From an optimization exercise on the open Yosys and OpenROAD flow, aimed at small area and a short achievable clock period; shortcuts taken in it are not production practice. No run shown here included a check of the RTL's function; only the layout flow was run.

==> flow/design.v, too long to show whole: its modules and the start of the top module <==
// module fir3_fa: 4 lines
// module fir3_ha: 4 lines
// module fir3_sel: 3 lines
// module fir3_xnor2: 3 lines
// module fir3_xor2: 3 lines
// module fir3_nand2: 3 lines
// module fir3_nor2: 3 lines
// module fir3_inv: 3 lines
// module fir3_a21oi: 3 lines
// module fir3_o21ai: 3 lines
// module fir3_top: 3610 lines
module fir3_top #(
  parameter int W  = 32,
  parameter int XW = 16
) (
  input  logic          CLK,
  input  logic          rst,
  input  logic [XW-1:0] h0,
  input  logic [XW-1:0] h1,
  input  logic [XW-1:0] h2,
  input  logic [XW-1:0] x,
  output logic [W-1:0]  y
);
  // ...
==> flow/flow/run.sh <==
#!/bin/bash
set -euo pipefail
here=$(pwd)
F=$here/flow
sed "s#^hierarchy -check -top \$::env(DESIGN_NAME)\$#&\ntechmap -map $F/leafmap.v#" \
  "$FLOW_HOME/scripts/synth.tcl" > "$here/synth_leaf.tcl"
grep -q "^techmap -map $F/leafmap.v" "$here/synth_leaf.tcl"
sed "s#source \$::env(SCRIPTS_DIR)/synth.tcl#source $here/synth_leaf.tcl#" \
  "$here/synth_recipe.tcl" > "$here/synth_own.tcl"
grep -q "source $here/synth_leaf.tcl" "$here/synth_own.tcl"
bash standard.sh \
  SYNTH_SCRIPT="$here/synth_own.tcl" \
  DONT_BUFFER_PORTS=1 \
  PRE_GLOBAL_PLACE_TCL="$F/ports.tcl" \
  finish > "$here/standard_finish.log" 2>&1
==> flow/flow/leafmap.v <==
// Maps the design's leaf modules one-to-one onto library cells.
module fir3_fa (input a, b, c, output s, co);
  sky130_fd_sc_hd__fa_1 _TECHMAP_REPLACE_ (.A(a), .B(b), .CIN(c), .SUM(s), .COUT(co));
endmodule

module fir3_ha (input a, b, output s, co);
  sky130_fd_sc_hd__ha_1 _TECHMAP_REPLACE_ (.A(a), .B(b), .SUM(s), .COUT(co));
endmodule

module fir3_sel (input one, two, hi, hm, output mn);
  sky130_fd_sc_hd__a22oi_1 _TECHMAP_REPLACE_ (.A1(one), .A2(hi), .B1(two), .B2(hm), .Y(mn));
endmodule

module fir3_xnor2 (input a, b, output y);
  sky130_fd_sc_hd__xnor2_1 _TECHMAP_REPLACE_ (.A(a), .B(b), .Y(y));
endmodule

module fir3_xor2 (input a, b, output y);
  sky130_fd_sc_hd__xor2_1 _TECHMAP_REPLACE_ (.A(a), .B(b), .X(y));
endmodule

module fir3_nand2 (input a, b, output y);
  sky130_fd_sc_hd__nand2_1 _TECHMAP_REPLACE_ (.A(a), .B(b), .Y(y));
endmodule

module fir3_nor2 (input a, b, output y);
  sky130_fd_sc_hd__nor2_1 _TECHMAP_REPLACE_ (.A(a), .B(b), .Y(y));
endmodule

module fir3_inv (input a, output y);
  sky130_fd_sc_hd__inv_1 _TECHMAP_REPLACE_ (.A(a), .Y(y));
endmodule

module fir3_a21oi (input a1, a2, b1, output y);
  sky130_fd_sc_hd__a21oi_1 _TECHMAP_REPLACE_ (.A1(a1), .A2(a2), .B1(b1), .Y(y));
endmodule

module fir3_o21ai (input a1, a2, b1, output y);
  sky130_fd_sc_hd__o21ai_1 _TECHMAP_REPLACE_ (.A1(a1), .A2(a2), .B1(b1), .Y(y));
endmodule
==> flow/flow/ports.tcl <==
# Sourced before global placement (PRE_GLOBAL_PLACE_TCL, with DONT_BUFFER_PORTS=1).
# Buffers every input and output port (the clock port excepted, as buffer_ports
# does) at the same point of the flow as the standard port buffering, right after
# remove_buffers, but with small buffers on the outputs and stronger ones on the
# inputs.
proc my_buffer_ports {} {
  buffer_ports -inputs -buffer_cell sky130_fd_sc_hd__buf_4
  buffer_ports -outputs -buffer_cell sky130_fd_sc_hd__buf_1
}
if { $::env(GPL_TIMING_DRIVEN) } {
  rename remove_buffers my_orig_remove_buffers
  proc remove_buffers {args} {
    my_orig_remove_buffers {*}$args
    my_buffer_ports
  }
} else {
  my_buffer_ports
}
==> flow/standard.sh <==
#!/bin/bash
# synth_recipe.tcl (not shown) runs the flow's synth.tcl, then flattens the netlist and writes it again
# the make line also repeats each setting of config.mk as NAME=value (left out here)
make -C /OpenROAD-flow-scripts/flow DESIGN_CONFIG=/design/flow/config.mk WORK_HOME=/design/flow/orfs CLKGATE_MAP_FILE= SYNTH_SCRIPT=/design/flow/synth_recipe.tcl "${@:-finish}"
==> flow/config.mk <==
export PLATFORM = sky130hd
export DESIGN_NAME = fir3_top
export DESIGN_NICKNAME = fir3_top
export VERILOG_FILES = /design/flow/design.v
export SDC_FILE = /design/flow/constraint.sdc
export NUM_CORES = 4
export LEC_CHECK = 0
export ABC_AREA = 1
export CAP_MARGIN = 20
export CORE_MARGIN = 2
export CORE_UTILIZATION = 40
export SLEW_MARGIN = 20
==> flow/constraint.sdc <==
create_clock -name core_clock -period 10.0 [get_ports {CLK}]
set_input_delay 2.0000 -clock core_clock [delete_from_list [all_inputs] [get_ports {CLK}]]
set_output_delay 2.0000 -clock core_clock [all_outputs]
set_load 0.01 [all_outputs]
==> impl_metrics.csv, run 1 <==
group,metric,value,unit
synthesis,yosys.area_share.simple,5.237,%
route,routed_wl,68.67,mm
worst_setup_path,cp.required,10.31,ns
cells_and_area,drive_gt1_share,6.757,%
worst_setup_path,endpoint,"y_q[21]$_DFF_PN0_",
clocking,cts.path.max_buffers,2,
worst_setup_path,endpoint_kind,"flip-flop",
timing,rsz0062_at_grt,"false",
cells_and_area,syn2layout_area_growth,10.94,%
synthesis,yosysTopAreaCell,"fa_1",
synthesis,yosys.cell_count.top_type,"xnor2_1",
cells_and_area,n_fill_cell,4313,
timing,skew,0.01162,ns
cells_and_area,multi_input_area_share,79.45,%
cells_and_area,num-multi-input-gates,1630,
route,wl_met1,29.24,mm
cells_and_area,utilization,45.19,%
worst_setup_path,critPathMostFrequentCell,"fa_1",
status,status,"complete, no violations",
worst_setup_path,crit_buf_inv,1,
worst_setup_path,rr_worst_depth,21,
synthesis,ys_warn_count,1,
global_routing,grt_pass1_vias,15780,
die,die_h,219.4,um
timing,hold_slack,0.4437,ns
synthesis,synthArstFlopShare,100.0,%
timing,hold_viol,0,
die,ios,98,
worst_hold_path,hold_path_depth,0,
route,viasPerCell,6.103,
route,vias,15400,
die,dieArea,48150,sq um
global_routing,use_met2,45.08,%
worst_setup_path,cpPeakStageDelay,0.55,ns
timing,fmax,137.3,MHz
synthesis,syn_inst,1763,
global_routing,grt_max_degree,59,
timing,slew_headroom,44.46,%
worst_setup_path,r2r_slack,2.93,ns
==> run 2, diff against run 1 <==
--- a/flow/config.mk
+++ b/flow/config.mk
@@ -8,5 +8,7 @@
 export ABC_AREA = 1
 export CAP_MARGIN = 20
 export CORE_MARGIN = 2
-export CORE_UTILIZATION = 40
+export CORE_UTILIZATION = 65
+export CTS_BUF_LIST = sky130_fd_sc_hd__clkbuf_4 sky130_fd_sc_hd__clkbuf_8
+export PLACE_DENSITY = 0.75
 export SLEW_MARGIN = 20
==> run 2 against run 1 <==
Cell area is 2.0% lower. Wire length is 7.0% lower. Non-clock buffer count is 3 lower. Area after synthesis stayed put. Highest routed layer unchanged.
==> impl_metrics.csv, run 2 <==
group,metric,value,unit
clocking,insertion_delay,0.41,ns
cells_and_area,syn2layout_area_growth,8.755,%
timing,rsz0062_at_grt,"false",
worst_hold_path,hp-class,"reg2reg",
route,drtAntennaViolNets,0,
worst_setup_path,critPathMostFrequentCell,"fa_1",
route,routed-wl-met2,28.61,mm
worst_setup_path,cp.depth,20,
die,die_x,173.0,um
worst_setup_path,cpPeakStageDelay,1.11,ns
timing,hold_viol,0,
synthesis,synth-seq-cells,80,
clocking,postCtsSetupRepairBufs,0,
global_routing,grt_max_degree,56,
timing,fin_crit_sh,75.26,%
global_routing,overflow,0,
placed_design,numPortBuffers,97,
worst_setup_path,crit_buf_inv,1,
timing,fmax,132.9,MHz
die,rows,61,
synthesis,synth_cell_types,13,
global_routing,grt_pass1_wl,98.01,mm
synthesis,yosys.cell_count.top_type,"xnor2_1",
timing,worst_pin_slew,1.138,ns
worst_setup_path,endpoint_kind,"flip-flop",
timing,period_needed,7.526,ns
route,routed_wl,63.83,mm
route,viasPerCell,7.007,
route,wl_met1,22.80,mm
clocking,cts-buffers-inserted,9,
route,vias,16110,
timing,fin_ws,2.474,ns
clocking,root_buffer,"clkbuf_8",
synthesis,yosysTopAreaCellShare,39.79,%
die,core,27930,sq um
cells_and_area,drive_gt1_share,6.715,%
worst_setup_path,critPathMaxFanout,22,
worst_setup_path,crit_chain,"inv_1, nand3_1, nand2_1, a22oi_1, xnor2_1, fa_1, fa_1, fa_1, fa_1, fa_1, fa_1, fa_1, fa_1, nor2_1, nor2_1, nand2_1, nor2_1, nand2_1, o21ai_1, xor2_1",
synthesis,synth_fp_nets,2213,
cells_and_area,nNetsFinal,2366,
die,dieArea,29930,sq um
worst_setup_path,crit_type,"reg2reg",
placed_design,dp.cells,2283,
clocking,htreeDepth,3,
flow_run,drv_cap,0,
clocking,cts_num_sinks,80,
synthesis,syn_inst,1763,
status,status,"complete, no violations",
worst_setup_path,start_kind,"flip-flop",
die,ios,98,
cells_and_area,antenna_cells,0,
clocking,cts_resized,0,
cells_and_area,largest_reg_flops,32,
synthesis,syn_area,18560,sq um
placed_design,gp_congestion,1.035,
worst_setup_path,crit_slowest_cell,"dfrtp_1",
synthesis,synth_edf_count,0,
cells_and_area,layout_commonest_cell,"xnor2_1",
worst_setup_path,critPathArrivalTime,7.85,ns
synthesis,yosysSeqAreaShare,10.78,%
synthesis,synth_commonest_cells,"xnor2_1, a22oi_1, fa_1, nand2_1, xor2_1",
synthesis,yosysTopAreaCell,"fa_1",
route,dr.pass1.iters,7,
synthesis,ys.flop_type,"dfrtp_1",
timing,setup_viol,0,
cells_and_area,max_flop_register,"y_q",
cells_and_area,final_cells,2299,
cells_and_area,final_cell_mix,"xnor2_1, a22oi_1, fa_1",
cells_and_area,n_fill_cell,2085,
timing,drv_slew,0,
worst_setup_path,cp_top_family,"adder cells",
placed_design,hpwl,50.41,mm
clocking,cts_hold_buf,0,
worst_hold_path,hold_path_depth,0,
die,start_util,66.46,%
clocking,cts.path.max_buffers,2,
route,drc,0,
timing,skew,0.01591,ns
route,drt_iter0_markers,2694,
clocking,cts_tree,"built",
cells_and_area,utilization,72.27,%
die,die_h,173.0,um
route,wl_per_cell,27.77,um
global_routing,antenna_found_initial,0,
synthesis,synth_area_per_cell,10.53,sq um
global_routing,grt_pass1_vias,16250,
global_routing,grt_use_total,43.08,%
synthesis,synth_top_cells_by_area,"fa_1, xnor2_1, a22oi_1",
worst_setup_path,rr_worst_depth,20,
placed_design,pre_cts_slack,2.264,ns
synthesis,synthArstFlopShare,100.0,%
route,met3_length,10.22,mm
route,routed.top_layer,"met4",
timing,slew_headroom,24.11,%
clocking,clk_pin_slew,0.10,ns
synthesis,ys_warn_count,1,
worst_setup_path,cp.required,10.32,ns
timing,finalSetupTns,0,ns
[run 2: layer usage]
metal	vias to the layer above	global-route usage, %
li1	6516	-
met1	7937	57.56
met2	1458	66.77
met3	199	15.66
met4	0	12.11
met5	-	0
[run 2: metrics by stage]
step           instance area [sq um]  hold slack (ns)
5_1_grt                        20190           0.4730
3_5_place_dp                   19980           0.4310
4_1_cts                        20180           0.4516
2_1_floorplan                  18560           0.4111
3_3_place_gp                   19980           0.4230
6_report                       20190           0.4516
[run 2: cell families after synthesis]
group                    after synthesis  share of synthesized area (%)
flip-flops                            80                          10.78
AO/OA/AOI/OAI                        508                          18.87
other                                  1                        0.02020
XOR/XNOR                             492                          23.21
AND/OR/NAND/NOR                      245                          5.237
adder cells (fa/ha/maj)              384                          40.80
buffers and inverters                 53                          1.072
[run 2: area by class of cell]
type	count	area [sq um]	share of cell area, %
repair buffers	142	945.9	4.685
flip-flops and latches	80	2004	9.928
clock buffers	9	123.9	0.6135
well taps	378	473.0	2.343
multi-input cells	1630	16370	81.06
clock inverters	7	77.57	0.3842
inverters	53	198.9	0.9854
[run 2: worst paths after layout]
kind,slack [ns],start,endpoint
max,2.47,d2_q[3]$_DFF_PN0_,y_q[25]$_DFF_PN0_
min,0.45,d0_q[8]$_DFF_PN0_,d1_q[8]$_DFF_PN0_
max reg2reg,2.47,d2_q[3]$_DFF_PN0_,y_q[25]$_DFF_PN0_
min reg2reg,0.45,d0_q[8]$_DFF_PN0_,d1_q[8]$_DFF_PN0_
max in group asynchronous,7.36,rst,d1_q[7]$_DFF_PN0_
min in group asynchronous,1.51,rst,y_q[30]$_DFF_PN0_
==> run 3, diff against run 2 <==
--- a/flow/flow/leafmap.v
+++ b/flow/flow/leafmap.v
@@ -1,6 +1,6 @@
 // Maps the design's leaf modules one-to-one onto library cells.
 module fir3_fa (input a, b, c, output s, co);
-  sky130_fd_sc_hd__fa_1 _TECHMAP_REPLACE_ (.A(a), .B(b), .CIN(c), .SUM(s), .COUT(co));
+  sky130_fd_sc_hd__fa_2 _TECHMAP_REPLACE_ (.A(a), .B(b), .CIN(c), .SUM(s), .COUT(co));
 endmodule
 
 module fir3_ha (input a, b, output s, co);
--- a/flow/config.mk
+++ b/flow/config.mk
@@ -8,7 +8,5 @@
 export ABC_AREA = 1
 export CAP_MARGIN = 20
 export CORE_MARGIN = 2
-export CORE_UTILIZATION = 65
-export CTS_BUF_LIST = sky130_fd_sc_hd__clkbuf_4 sky130_fd_sc_hd__clkbuf_8
-export PLACE_DENSITY = 0.75
+export CORE_UTILIZATION = 40
 export SLEW_MARGIN = 20
==> run 3 against run 2 <==
Hold slack got worse by 0.022 ns. Wire length increased by 9.9%. Setup slack improved by 0.30 ns. Die area increased by 69%. Area after synthesis increased by 5.0%.
==> impl_metrics.csv, run 3 <==
group,metric,value,unit
synthesis,synth_cell_types,13,
cells_and_area,drive_gt1_share,26.11,%
clocking,root_buffer,"clkbuf_16",
cells_and_area,max_flop_register,"y_q",
cells_and_area,largest_reg_flops,32,
placed_design,hpwl,55.89,mm
global_routing,met3_usage,5.722,%
global_routing,grt_pass1_vias,15850,
cells_and_area,final_cells,2538,
clocking,cts_tree,"built",
timing,drv_slew,0,
clocking,cts_hold_buf,0,
timing,skew,0.02433,ns
synthesis,synthArstFlopShare,100.0,%
cells_and_area,multi_input_area,17320,sq um
placed_design,post_dp_cell_area,21260,sq um
timing,fin_crit_sh,72.22,%
clocking,insertion_delay,0.41,ns
synthesis,yosysTopAreaCellShare,42.65,%
timing,hold_viol,0,
status,status,"complete, no violations",
timing,setup_viol,0,
route,routed_wl,70.18,mm
clocking,cts_resized,0,
timing,fmax,138.5,MHz
cells_and_area,final_cell_mix,"xnor2_1, a22oi_1, fa_2",
cells_and_area,antenna_cells,0,
synthesis,synth_fp_nets,2213,
global_routing,busiest_layer,"met2",
route,viasPerCell,6.019,
timing,worst_pin_slew,1.085,ns
placed_design,pre_cts_slack,2.448,ns
clocking,cts-buffers-inserted,9,
clocking,clk_pin_slew,0.09,ns
synthesis,synth_top_cells_by_area,"fa_2, xnor2_1, a22oi_1",
route,drc,0,
synthesis,yosysTopAreaCell,"fa_2",
timing,finalSetupTns,0,ns
placed_design,dp.cells,2522,
die,core,47950,sq um
route,dr.pass1.iters,6,
global_routing,use_met2,45.49,%
clocking,htreeDepth,3,
cells_and_area,utilization,45.03,%
synthesis,syn_area,19490,sq um
route,vias,15280,
clocking,postCtsSetupRepairBufs,0,
clocking,cts_num_sinks,80,
die,die_h,224.7,um
synthesis,synth_commonest_cells,"xnor2_1, a22oi_1, fa_2, nand2_1, xor2_1",
timing,fin_ws,2.778,ns
timing,rsz0062_at_grt,"false",
cells_and_area,final-seq-area,2002,sq um
synthesis,yosysSeqAreaShare,10.27,%
cells_and_area,stdcell_area,21590,sq um
cells_and_area,syn2layout_area_growth,10.79,%
die,start_util,40.64,%
synthesis,ys_warn_count,1,
synthesis,ys.flop_type,"dfrtp_1",
synthesis,synth-seq-cells,80,
synthesis,synth_edf_count,0,
worst_setup_path,start_kind,"primary input",
worst_hold_path,hp-class,"reg2reg",
cells_and_area,nNetsFinal,2368,
global_routing,grt_use_total,28.54,%
route,drt_iter0_markers,1931,
die,die_x,224.7,um
synthesis,syn_inst,1763,
die,rows,80,
global_routing,grt_pass1_wl,106.3,mm
die,ios,98,
placed_design,numPortBuffers,97,
global_routing,use_met1,40.17,%
worst_setup_path,endpoint_kind,"flip-flop",
global_routing,grt_max_degree,61,
worst_setup_path,critPathArrivalTime,7.49,ns
die,dieArea,50500,sq um
global_routing,antenna_found_initial,0,
timing,hold_slack,0.4293,ns
worst_setup_path,critPathMaxFanout,16,
worst_setup_path,cp.required,10.26,ns
placed_design,gp_congestion,0.9765,
timing,slew_headroom,27.60,%
worst_setup_path,crit_type,"in2reg",
global_routing,overflow,0,
timing,period_needed,7.222,ns
cells_and_area,n_fill_cell,4492,
route,wl_per_cell,27.65,um
clocking,cts.path.max_buffers,2,
synthesis,yosys.cell_count.top_type,"xnor2_1",
cells_and_area,layout_commonest_cell,"xnor2_1",
synthesis,synth_area_per_cell,11.05,sq um
route,drtAntennaViolNets,0,
flow_run,drv_cap,0,
run 3: area by class of cell:
| cell class | instances | share of cell area, % |
|---|---|---|
| inverter | 53 | 0.9214 |
| tap | 615 | 3.564 |
| clock inverter | 7 | 0.5100 |
| sequential | 80 | 9.272 |
| clock buffer | 9 | 1.043 |
| multi-input combinational | 1630 | 80.24 |
| timing repair buffer | 144 | 4.451 |
run 3: cell families (layout without fill, tap and decap cells):
| group | Yosys count | count (layout) | share of synthesized area, % |
|---|---|---|---|
| AOI/OAI and AO/OA | 508 | 508 | 17.98 |
| xor gates and xnor gates | 492 | 492 | 22.11 |
| adders and majority gates | 384 | 384 | 43.61 |
| and+or+nand+nor | 245 | 245 | 4.989 |
| DFF | 80 | 80 | 10.27 |
| buffers and inverters | 53 | 213 | 1.021 |
| other | 1 | 1 | 0.01924 |
run 3: path summary, 6_finish.rpt:
path,from,to,slack [ns],cells past startpoint
setup / recovery,h1[11],y_q[27]$_DFF_PN0_,2.78,17
hold / removal,d1_q[11]$_DFF_PN0_,d2_q[11]$_DFF_PN0_,0.43,0
setup reg to reg,d0_q[9]$_DFF_PN0_,y_q[18]$_DFF_PN0_,2.92,20
hold reg to reg,d1_q[11]$_DFF_PN0_,d2_q[11]$_DFF_PN0_,0.43,0
max in group asynchronous,rst,d2_q[10]$_DFF_PN0_,7.28,2
min in group asynchronous,rst,d0_q[1]$_DFF_PN0_,1.48,1
run 3: routing by layer:
layer,vias to the layer above,share of wire [%]
li1,6515,-
met3,99,9.1
met1,7836,43
met5,-,0
met2,826,46
met4,0,2.0
run 3: critical path: stages:
cell     delay [ns]
buf_4          0.24
a22oi_1        0.13
xnor2_1        0.42
fa_2           0.52
fa_2           0.38
fa_2           0.41
fa_2           0.61
fa_2           0.45
fa_2           0.55
fa_2           0.48
nor2_1         0.20
o21ai_1        0.14
a21oi_1        0.32
o21ai_1        0.19
a21oi_1        0.17
o21ai_1        0.10
xor2_1         0.16

re-timing with driven ports:
The flow's constraints put no driver on any port. The routed layouts listed below were extracted and timed again, unchanged, in two steps.
Step 1, drivers: a clkbuf_16 drives CLK and a buf_2 each remaining input, both assumed.
Step 2 moves the port delays by t, midway between the first and last clock arrival at a register: inputs arrive t later, outputs are due t later. That takes back most of the time a late clock gives input paths.
a / b / c = no drivers / after step 1 / after step 2; a / b = the first two.
run | shift t [ns] | setup slack, ns | clock arrival spread, ns
run 1 | 0.443 | 2.719 / 2.747 / 2.304 | 0.013 / 0.013
run 2 | 0.451 | 2.474 / 2.474 / 2.130 | 0.016 / 0.016
run 3 | 0.447 | 2.778 / 2.797 / 2.351 | 0.025 / 0.025
After both steps setup and hold are still met in every run listed. For run 3, which loses most, drivers alone change the setup slack by +0.019 ns; drivers and shift together by -0.427 ns.
